Context: an optimization exercise on an open-source flow, tuned for small area, a short achievable clock period and few clock cycles per item. The choices shown serve that exercise and are no tape-out recipe.
Function was checked by simulation only, so behaviour that the tests miss may differ from the original.

## JK
Design rect_polar_converter_top, start of the top module:
module rect_polar_converter_top #(
	parameter int CORDIC_STAGES = 16,
	parameter int VALUE_WIDTH = 16
) (
	input  logic                         clk,
	input  logic                         arst_n,
	input  logic                         in_valid,
	output logic                         in_ready,
	input  logic                         mode,
	input  logic signed [VALUE_WIDTH-1:0] first_value,
	input  logic signed [VALUE_WIDTH-1:0] second_value,
	output logic                         out_valid,
	input  logic                         out_ready,
	output logic signed [VALUE_WIDTH:0]   first_result,
	output logic signed [VALUE_WIDTH-1:0] second_result
);
	localparam int W = VALUE_WIDTH;
	localparam int N = CORDIC_STAGES;
	localparam int XW = rpc_pkg::XW;
	localparam int ZW = rpc_pkg::ZW;
	localparam int G = rpc_pkg::GUARD_BITS;
	localparam int L = N + 2;
	localparam logic [ZW-1:0] Z_ZERO = 32'hB8F9ADE6;   
	localparam logic signed [W:0] MAG_HI = 17'sd46341;
	logic stall_q;
	logic adv;
	logic vq [0:L];
	assign adv = !stall_q;
	assign in_ready = adv;
	logic flip_in;
	logic m0;
	logic f0;
	logic [W-1:0] a0;
	logic [W-1:0] b0;
	always_comb begin
		flip_in = mode ? ((!second_value[W-1] && second_value[W-2] && (second_value[W-3:0] != '0))
		                  || (second_value[W-1] && !second_value[W-2]))
		               : first_value[W-1];
	end
	always_ff @(posedge clk) begin
		if (adv) begin
			m0 <= mode;
			f0 <= flip_in;
			a0 <= first_value;
			b0 <= second_value;
		end
	end
	logic [W-1:0] yb;
	logic fy;
	logic zero0;
  ...
Size in the first run: ~14000 cells after synthesis, about 1900 flip-flops, roughly 72 I/O pins, about 150000 µm² of cells after synthesis.
==> flow/config.mk <==
export PLATFORM = sky130hd
export DESIGN_NAME = rect_polar_converter_top
export DESIGN_NICKNAME = rect_polar_converter_top
export VERILOG_FILES = /design/flow/design.v
export SDC_FILE = /design/flow/constraint.sdc
export NUM_CORES = 4
export LEC_CHECK = 0
export CAP_MARGIN = 20
export CORE_MARGIN = 2
export CORE_UTILIZATION = 40
export SETUP_SLACK_MARGIN = 4.5
export SLEW_MARGIN = 20
export TNS_END_PERCENT = 0
==> flow/constraint.sdc <==
create_clock -name core_clock -period 7.5 [get_ports {clk}]
set_input_delay 1.5000 -clock core_clock [delete_from_list [all_inputs] [get_ports {clk}]]
set_output_delay 1.5000 -clock core_clock [all_outputs]
set_load 0.01 [all_outputs]
run.sh (not shown) runs the stock make flow with config.mk's settings and CLKGATE_MAP_FILE= SYNTH_SCRIPT=/design/flow/synth_recipe.tcl, a recipe that flattens the netlist after the stock synthesis.
Testbench counts of JK, summed over its fixed seeds: cycles 8,160, items 8,000.
The inputs of MS differ from those of JK as listed below.
--- a/flow/design.v
+++ b/flow/design.v
@@ -27,52 +27,61 @@
 endpackage
 `timescale 1ns / 1ps
 module rpc_cordic_stage #(
 	parameter int SHIFT = 0,
 	parameter logic [31:0] ATAN = 32'h20000000
 ) (
 	input  logic                             clk,
 	input  logic                             en,
 	input  logic                             mode_in,
+	input  logic                             ccw_in,
 	input  logic signed [rpc_pkg::XW-1:0]    x_in,
 	input  logic signed [rpc_pkg::XW-1:0]    y_in,
 	input  logic        [rpc_pkg::ZW-1:0]    z_in,
 	output logic                             mode_out,
+	output logic                             ccw_out,
 	output logic signed [rpc_pkg::XW-1:0]    x_out,
 	output logic signed [rpc_pkg::XW-1:0]    y_out,
 	output logic        [rpc_pkg::ZW-1:0]    z_out
 );
 	localparam int XW = rpc_pkg::XW;
 	localparam int ZW = rpc_pkg::ZW;
 	localparam logic [ZW-1:0] ATAN_P = ATAN;
 	localparam logic [ZW-1:0] ATAN_N = -ATAN;
 	logic ccw;
 	logic signed [XW-1:0] dx;
 	logic signed [XW-1:0] dy;
 	logic [XW:0] x_sum;
 	logic [XW:0] y_sum;
 	logic [ZW-1:0] z_nx;
 	always_comb begin
-		ccw = mode_in ? !z_in[ZW-1] : y_in[XW-1];
+		ccw = ccw_in;
 		dx = y_in >>> SHIFT;
 		dy = x_in >>> SHIFT;
 		x_sum = {x_in, 1'b1} + {dx ^ {XW{ccw}}, ccw};
 		y_sum = {y_in, 1'b1} + {dy ^ {XW{!ccw}}, !ccw};
 		z_nx = z_in + (ccw ? ATAN_N : ATAN_P);
 	end
 	always_ff @(posedge clk) begin
 		if (en) begin
 			mode_out <= mode_in;
 			x_out <= x_sum[XW:1];
 			y_out <= y_sum[XW:1];
 			z_out <= z_nx;
 		end
 	end
+	always_ff @(posedge clk) begin
+		if (en) begin
+			ccw_out <= mode_in ? !z_nx[ZW-1] : y_sum[XW];
+		end else begin
+			ccw_out <= mode_out ? !z_out[ZW-1] : y_out[XW-1];
+		end
+	end
 endmodule
 module rpc_gain_csa (
 	input  logic [15:0] a,
 	input  logic        f,
 	output logic [32:0] s_hi,
 	output logic [32:0] c_hi,
 	output logic        cin
 );
 	logic w1;
@@ -730,49 +739,61 @@
 		end
 	end
 	logic [XW:0] x_add;
 	logic [XW:0] y_add;
 	always_comb begin
 		x_add = {sx1, 1'b1} + {cx1, cix1};
 		y_add = {sy1, 1'b1} + {cy1, ciy1};
 	end
 	logic rm [0:N];
+	logic rc [0:N];
 	logic signed [XW-1:0] rx [0:N];
 	logic signed [XW-1:0] ry [0:N];
 	logic [ZW-1:0] rz [0:N];
 	logic m2;
+	logic c2;
 	logic signed [XW-1:0] x2;
 	logic signed [XW-1:0] y2;
 	logic [ZW-1:0] z2;
 	always_ff @(posedge clk) begin
 		if (adv) begin
 			m2 <= m1;
 			x2 <= x_add[XW:1];
 			y2 <= y_add[XW:1];
 			z2 <= z1;
 		end
 	end
+	always_ff @(posedge clk) begin
+		if (adv) begin
+			c2 <= m1 ? !z1[ZW-1] : y_add[XW];
+		end else begin
+			c2 <= m2 ? !z2[ZW-1] : y2[XW-1];
+		end
+	end
 	assign rm[0] = m2;
+	assign rc[0] = c2;
 	assign rx[0] = x2;
 	assign ry[0] = y2;
 	assign rz[0] = z2;
 	for (genvar k = 0; k < N; k++) begin : g_rot
 		rpc_cordic_stage #(
 			.SHIFT(k),
 			.ATAN(rpc_pkg::turn_atan(k))
 		) u_stage (
 			.clk(clk),
 			.en(adv),
 			.mode_in(rm[k]),
+			.ccw_in(rc[k]),
 			.x_in(rx[k]),
 			.y_in(ry[k]),
 			.z_in(rz[k]),
 			.mode_out(rm[k+1]),
+			.ccw_out(rc[k+1]),
 			.x_out(rx[k+1]),
 			.y_out(ry[k+1]),
 			.z_out(rz[k+1])
 		);
 	end
 	always_ff @(posedge clk or negedge arst_n) begin
 		if (!arst_n) begin
 			for (int i = 0; i <= L; i++) begin
 				vq[i] <= 1'b0;
### Flow results
MS vs JK, sequential portion of the cell area went up by 1.0 points.
Height of the die essentially unchanged between JK and MS.
In MS, the clock buffer count in the final layout came out about 1.2% above the value in JK.
On MS: final setup slack of the worst path is 0.29 ns higher than what JK gave.
Looking at initial antenna violation count across MS and JK, the one that comes out lower is JK.
Taking MS as 1.0, JK lands at 1.11 on met2 wire length.
Testbench counts of MS, summed over its fixed seeds: cycles 8,160, items 8,000.

afterwards: timing with drivers on the ports:
The results above use ideal ports. As a check the final layouts listed here were re-extracted and re-timed, cells and wires unchanged.
Step 1: set_driving_cell puts a clkbuf_16 on clk and a buf_2 on each other input, an assumption about the parent block.
Step 2 also shifts input and output timing later by t, the mid clock arrival at the registers, as if the neighbouring blocks saw the same clock.
Slacks: ideal ports / drivers / drivers and shift; pairs: ideal ports / drivers.
| run | t, ns | setup WS [ns] | latest minus earliest clock arrival (ns) |
|---|---|---|---|
| JK | 0.993 | 3.461 / 3.461 / 3.461 | 0.097 / 0.098 |
| MS | 0.986 | 3.755 / 3.755 / 3.755 | 0.089 / 0.089 |
After both steps every run listed still meets setup and hold.
